Source: an optimization exercise on an open RTL-to-GDS flow (aim: small area, a short achievable clock period and few clock cycles per item). Production flows keep margins and buffers that such runs may drop.
RTL that was checked went through simulation tests only; none was proved equivalent to the original.
Power is estimated from default activity; no workload was simulated.

== R ==
// set_membership_table_top
module set_membership_table_top (
  input  logic                           clk,
  input  logic                           rst_n,
  input  logic                           in_tvalid,
  output logic                           in_tready,
  input  logic [smt_pkg::IN_DATA_W-1:0]  in_tdata,   
  input  logic [smt_pkg::REQ_W-1:0]      in_tuser,   
  output logic                           out_tvalid,
  input  logic                           out_tready,
  output logic [smt_pkg::OUT_DATA_W-1:0] out_tdata   
);
  smt_pkg::cmd_t                   cmd;
  logic                            was_present;
  logic [smt_pkg::COUNT_OUT_W-1:0] entry_count;
  logic                            dropped;
  smt_ctrl u_ctrl (
    .clk        (clk),
    .rst_n      (rst_n),
    .in_tvalid  (in_tvalid),
    .in_tready  (in_tready),
    .out_tvalid (out_tvalid),
    .out_tready (out_tready),
    .cmd        (cmd)
  );
  smt_dpath u_dpath (
    .clk         (clk),
    .rst_n       (rst_n),
    .cmd         (cmd),
    .req_in      (in_tuser),
  ...
For scale: ~1700 cells after synthesis, ~610 flip-flops, ~48 I/O pins, about 0.025 mm^2 of cells after synthesis.
clock: 3.4 ns
lec_check: 0
abc_clock_period_in_ps: 1800
cap_margin: 20
core_margin: 2
core_utilization: 40
place_density: 0.6
setup_slack_margin: 1.4
slew_margin: 20
run.sh (not shown) runs the stock make flow with config.mk's settings and CLKGATE_MAP_FILE= SYNTH_SCRIPT=/design/flow/synth_recipe.tcl, a recipe that flattens the netlist after the stock synthesis.
R closes out successfully: all stages finished, all timing, DRC and antenna checks passed.
Testbench counts of R, summed over its fixed seeds: cycles 12,016, items 12,000.
Inputs modified between R and P:
==> flow/flow/run.sh (new file) <==
#!/bin/bash
# The standard ORFS flow, run in two parts:
#  1. synthesis exactly as standard.sh makes it;
#  2. floorplan to final layout with two changes:
#     - the clock tree is built with larger sink clusters and without the
#       dummy loads CTS adds to balance it;
#     - delay cells are kept out of port buffering and timing repair, so the
#       port buffers are plain buffers (flow/dont_use.tcl, run before each
#       OpenROAD step).
# Each part's full output goes to its own log file in this folder; ORFS's
# per-step logs stay under orfs/logs/.
set -euo pipefail
W=$(pwd)

bash standard.sh synth > "$W/flow_synth.log" 2>&1

export CTS_ARGS="-sink_clustering_enable -repair_clock_nets -dont_use_dummy_load -sink_clustering_size 30 -sink_clustering_max_diameter 60"
for step in FLOORPLAN GLOBAL_PLACE_SKIP_IO IO_PLACEMENT GLOBAL_PLACE RESIZE DETAIL_PLACE REPAIR_TIMING_POST_PLACE CTS GLOBAL_ROUTE DETAIL_ROUTE FILLCELL; do
  export PRE_${step}_TCL="$W/flow/dont_use.tcl"
done

bash standard.sh > "$W/flow_layout.log" 2>&1
==> flow/flow/dont_use.tcl (new file) <==
# Keep delay cells out of port buffering and timing repair.
set_dont_use [get_lib_cells {sky130_fd_sc_hd__dlygate* sky130_fd_sc_hd__clkdlybuf*}]
# Aim repair at sharp edges on every net, so high-fanout nets get buffered.
set_max_transition 0.5 [current_design]
==> flow/standard.sh (new file) <==
#!/bin/bash
# synth_recipe.tcl (not shown) runs the flow's synth.tcl, then flattens the netlist and writes it again
# the make line also repeats each setting of config.mk as NAME=value (left out here)
make -C /OpenROAD-flow-scripts/flow DESIGN_CONFIG=/design/flow/config.mk WORK_HOME=/design/flow/orfs CLKGATE_MAP_FILE= SYNTH_SCRIPT=/design/flow/synth_recipe.tcl "${@:-finish}"
removed: flow/run.sh
Results
Compared with R, in P data arrival at the endpoint of the critical path shrank by 0.07 ns; combinational power shrank by 15%; wire length shrank by 0.59%; slack of the critical path shrank by 0.049 ns.

Another version of the RTL of set_membership_table_top (not shown whole).
For scale: ~1700 cells after synthesis, ~620 flip-flops, about 26000 um2 of cells after synthesis.
Settings: LEC_CHECK=0, CAP_MARGIN=20, CORE_MARGIN=2, CORE_UTILIZATION=40, PLACE_DENSITY=0.6, SETUP_SLACK_MARGIN=1.55, SLEW_MARGIN=20; clock period 3.4 ns.
standard.sh (not shown) runs the stock make flow with config.mk's settings and CLKGATE_MAP_FILE= SYNTH_SCRIPT=/design/flow/synth_recipe.tcl, a recipe that flattens the netlist after the stock synthesis.
==> flow/flow/run.sh <==
#!/bin/bash
# The standard ORFS flow, run in two parts:
#  1. synthesis exactly as standard.sh makes it;
#  2. floorplan to final layout with two changes:
#     - the clock tree is built with larger sink clusters and without the
#       dummy loads CTS adds to balance it;
#     - delay cells are kept out of port buffering and timing repair, so the
#       port buffers are plain buffers (flow/dont_use.tcl, run before each
#       OpenROAD step).
# Each part's full output goes to its own log file in this folder; ORFS's
# per-step logs stay under orfs/logs/.
set -euo pipefail
W=$(pwd)

bash standard.sh synth > "$W/flow_synth.log" 2>&1

export CTS_ARGS="-sink_clustering_enable -repair_clock_nets -dont_use_dummy_load -sink_clustering_size 30 -sink_clustering_max_diameter 60"
for step in FLOORPLAN GLOBAL_PLACE_SKIP_IO IO_PLACEMENT GLOBAL_PLACE RESIZE DETAIL_PLACE REPAIR_TIMING_POST_PLACE CTS GLOBAL_ROUTE DETAIL_ROUTE FILLCELL; do
  export PRE_${step}_TCL="$W/flow/dont_use.tcl"
done

bash standard.sh > "$W/flow_layout.log" 2>&1
==> flow/flow/dont_use.tcl <==
# Keep delay cells out of port buffering and timing repair.
set_dont_use [get_lib_cells {sky130_fd_sc_hd__dlygate* sky130_fd_sc_hd__clkdlybuf*}]
The first run passed the timing, DRC and antenna checks.
Testbench counts at the start, summed over its fixed seeds: cycles 12,016, items 12,000.
Edit:
Settings changed: ABC_CLOCK_PERIOD_IN_PS set to 1800, SETUP_SLACK_MARGIN 1.55 to 1.4.
Utilization goes down by 0.83 points.
Cell area went down by 1.8%.
Clock power shrinks by about 3%.
Die area stays the same.
Synthesized cell count stays the same.
Synthesized area does not change.

set_membership_table_top, a different RTL version from the one above (not shown whole).
For scale: ~1,600 cells after synthesis, about 610 flip-flops, about 48 I/O pins, about 0.025 mm2 of cells after synthesis.
Design set_membership_table_top, start of the top module:
module set_membership_table_top (
  input  logic                           clk,
  input  logic                           rst_n,
  input  logic                           in_tvalid,
  output logic                           in_tready,
  input  logic [smt_pkg::IN_DATA_W-1:0]  in_tdata,   
  input  logic [smt_pkg::REQ_W-1:0]      in_tuser,   
  output logic                           out_tvalid,
  input  logic                           out_tready,
  output logic [smt_pkg::OUT_DATA_W-1:0] out_tdata   
);
clock: 3.4 ns
lec_check: 0
abc_clock_period_in_ps: 1800
cap_margin: 20
core_margin: 2
core_utilization: 60
place_density: 0.75
setup_slack_margin: 1.4
slew_margin: 20
run.sh (not shown) runs the stock make flow with config.mk's settings and CLKGATE_MAP_FILE= SYNTH_SCRIPT=/design/flow/synth_recipe.tcl, a recipe that flattens the netlist after the stock synthesis.
Stock flow here: none of the scripts above is used.
Change:
- CORE_UTILIZATION: 60 -> 40
- PLACE_DENSITY: 0.75 -> 0.6
Die area came out higher by 49%.
Cell count climbs by 12%.
Total power grows by 2.9%.
Change:
- ABC_CLOCK_PERIOD_IN_PS: 1800 -> not set
- SETUP_SLACK_MARGIN: 1.4 -> not set
What happened: The new run went through all stages and came out clean; worst hold slack gains 0.071 ns; utilization is lower by 5.5 points; routed wire length goes down by 9.6%; design area shrinks by 10%; global-route usage falls by 1.7 points.
No run of this note included a check of the RTL's function; only the layout flow was run.

set_membership_table_top with an RTL version that a note above also has.
For scale: roughly 1,700 cells after synthesis, ~610 flip-flops, roughly 48 I/O pins.
// set_membership_table_top
module set_membership_table_top (
  input  logic                           clk,
  input  logic                           rst_n,
  input  logic                           in_tvalid,
  output logic                           in_tready,
  input  logic [smt_pkg::IN_DATA_W-1:0]  in_tdata,   
  input  logic [smt_pkg::REQ_W-1:0]      in_tuser,   
  output logic                           out_tvalid,
  input  logic                           out_tready,
  output logic [smt_pkg::OUT_DATA_W-1:0] out_tdata   
);
clock: 3.4 ns
lec_check: 0
abc_clock_period_in_ps: 1800
cap_margin: 20
core_margin: 2
core_utilization: 40
place_density: 0.6
setup_slack_margin: 1.5
slew_margin: 20
standard.sh (not shown) runs the stock make flow with config.mk's settings and CLKGATE_MAP_FILE= SYNTH_SCRIPT=/design/flow/synth_recipe.tcl, a recipe that flattens the netlist after the stock synthesis.
Scripts as last shown in full above: flow/flow/run.sh, flow/flow/dont_use.tcl
The starting point completed without violations.
Testbench counts at the start, summed over its fixed seeds: cycles 12,016, items 12,000.
Rerun with:
CORE_UTILIZATION = 50   (was 40)
PLACE_DENSITY = 0.7   (was 0.6)
SETUP_SLACK_MARGIN = 1.4   (was 1.5)
The new run completed with no timing, DRC or antenna violations.
Cell area falls by 0.70%.
Die area falls by 20%.
Clock-buffer cell count falls by 4.
Register-to-register slack loses 0.14 ns.
Worst setup slack loses 0.12 ns.
Fmax falls by 5.4%.
Sequential power stays flat.
Total power falls by 1.8%.
Worst hold slack gains 0.019 ns.
Final cell count falls by 6.4%.
Rerun with:
CORE_UTILIZATION = 40   (was 50)
PLACE_DENSITY = 0.6   (was 0.7)
After rerunning: Design area decreases slightly. Clock skew increases by 0.048 ns. Die area rises by a quarter to a third. Synthesized cell count stays the same. Total power grows by a few percent. Flip-flop and latch count does not change.
Rerun with:
==> flow/flow/run.sh (replaced) <==
#!/bin/bash
# The standard ORFS flow, run in two parts:
#  1. synthesis exactly as standard.sh makes it;
#  2. floorplan to final layout with two changes:
#     - the clock tree is built with larger sink clusters and without the
#       dummy loads CTS adds to balance it;
#     - delay cells are kept out of port buffering and timing repair, so the
#       port buffers are plain buffers.
# Each part's full output goes to its own log file in this folder; ORFS's
# per-step logs stay under orfs/logs/.
set -euo pipefail

bash standard.sh synth > flow_synth.log 2>&1

export CTS_ARGS="-sink_clustering_enable -repair_clock_nets -dont_use_dummy_load -sink_clustering_size ${SMT_CTS_SIZE:-30} -sink_clustering_max_diameter ${SMT_CTS_DIAM:-60}"
export DONT_USE_CELLS="sky130_fd_sc_hd__dlygate4sd1_1 sky130_fd_sc_hd__dlygate4sd2_1 sky130_fd_sc_hd__dlygate4sd3_1 sky130_fd_sc_hd__clkdlybuf4s15_1 sky130_fd_sc_hd__clkdlybuf4s15_2 sky130_fd_sc_hd__clkdlybuf4s18_1 sky130_fd_sc_hd__clkdlybuf4s18_2 sky130_fd_sc_hd__clkdlybuf4s25_1 sky130_fd_sc_hd__clkdlybuf4s25_2 sky130_fd_sc_hd__clkdlybuf4s50_1 sky130_fd_sc_hd__clkdlybuf4s50_2"

bash standard.sh > flow_layout.log 2>&1
removed: flow/flow/dont_use.tcl
Effect:
- sequential share of layout area drops by 4.2 points
- maximum frequency drops slightly
- routed wire length climbs slightly
- non-clock buffer count climbs by 100
- cell area climbs by a little under a tenth
- final cell count climbs by a few percent
- count of clock-buffer cells in the layout does not change
- core utilization climbs by 3.5 points
- global-route usage climbs by 0.34 points

[re-timing with driven ports]
The flow's constraints put no driver on any port. The routed layouts listed below were extracted and timed again, unchanged, in two steps.
Step 1, drivers: a clkbuf_16 drives clk and a buf_2 each remaining input, both assumed.
Step 2 adds t to the input delays and takes it off the output delays; t is the mean of the earliest and latest rising clock arrival at the registers after step 1. Input paths then give back, and output paths get back, about the clock's delay inside the block.
Slacks: ideal ports / drivers / drivers and shift; pairs: ideal ports / drivers.
| run | t, ns | slack for setup (ns) | clock arrival spread, ns | pins driven straight from the clock port |
|---|---|---|---|---|
| R | 0.683 | 1.275 / 1.236 / 0.640 | 0.036 / 0.037 | 1 |
| P | 0.646 | 1.225 / 1.225 / 0.682 | 0.093 / 0.093 | 1 |
| the first run of note 2 | 0.657 | 1.379 / 1.317 / 0.800 | 0.116 / 0.117 | 1 |
| the second run of note 2 | 0.632 | 1.391 / 1.352 / 0.785 | 0.073 / 0.074 | 1 |
| the first run of note 3 | 0.689 | 0.981 / 0.981 / 0.491 | 0.023 / 0.023 | 1 |
| the second run of note 3 | 0.645 | 0.977 / 0.977 / 0.742 | 0.028 / 0.027 | 1 |
| the third run of note 3 | 0.653 | 0.294 / 0.327 / -0.326 | 0.022 / 0.022 | 1 |
| the first run of note 4 | 0.625 | 1.233 / 1.246 / 0.636 | 0.086 / 0.086 | 1 |
| the second run of note 4 | 0.623 | 1.109 / 1.109 / 0.603 | 0.064 / 0.065 | 1 |
| the third run of note 4 | 0.633 | 1.257 / 1.257 / 0.688 | 0.103 / 0.103 | 1 |
| the fourth run of note 4 | 0.628 | 1.232 / 1.263 / 0.635 | 0.083 / 0.082 | 1 |
Met with ideal ports but missed after step 2: setup timing in the third run of note 3. The setup slack of R, which loses most, moves by -0.039 ns with the drivers and by -0.635 ns with both steps.
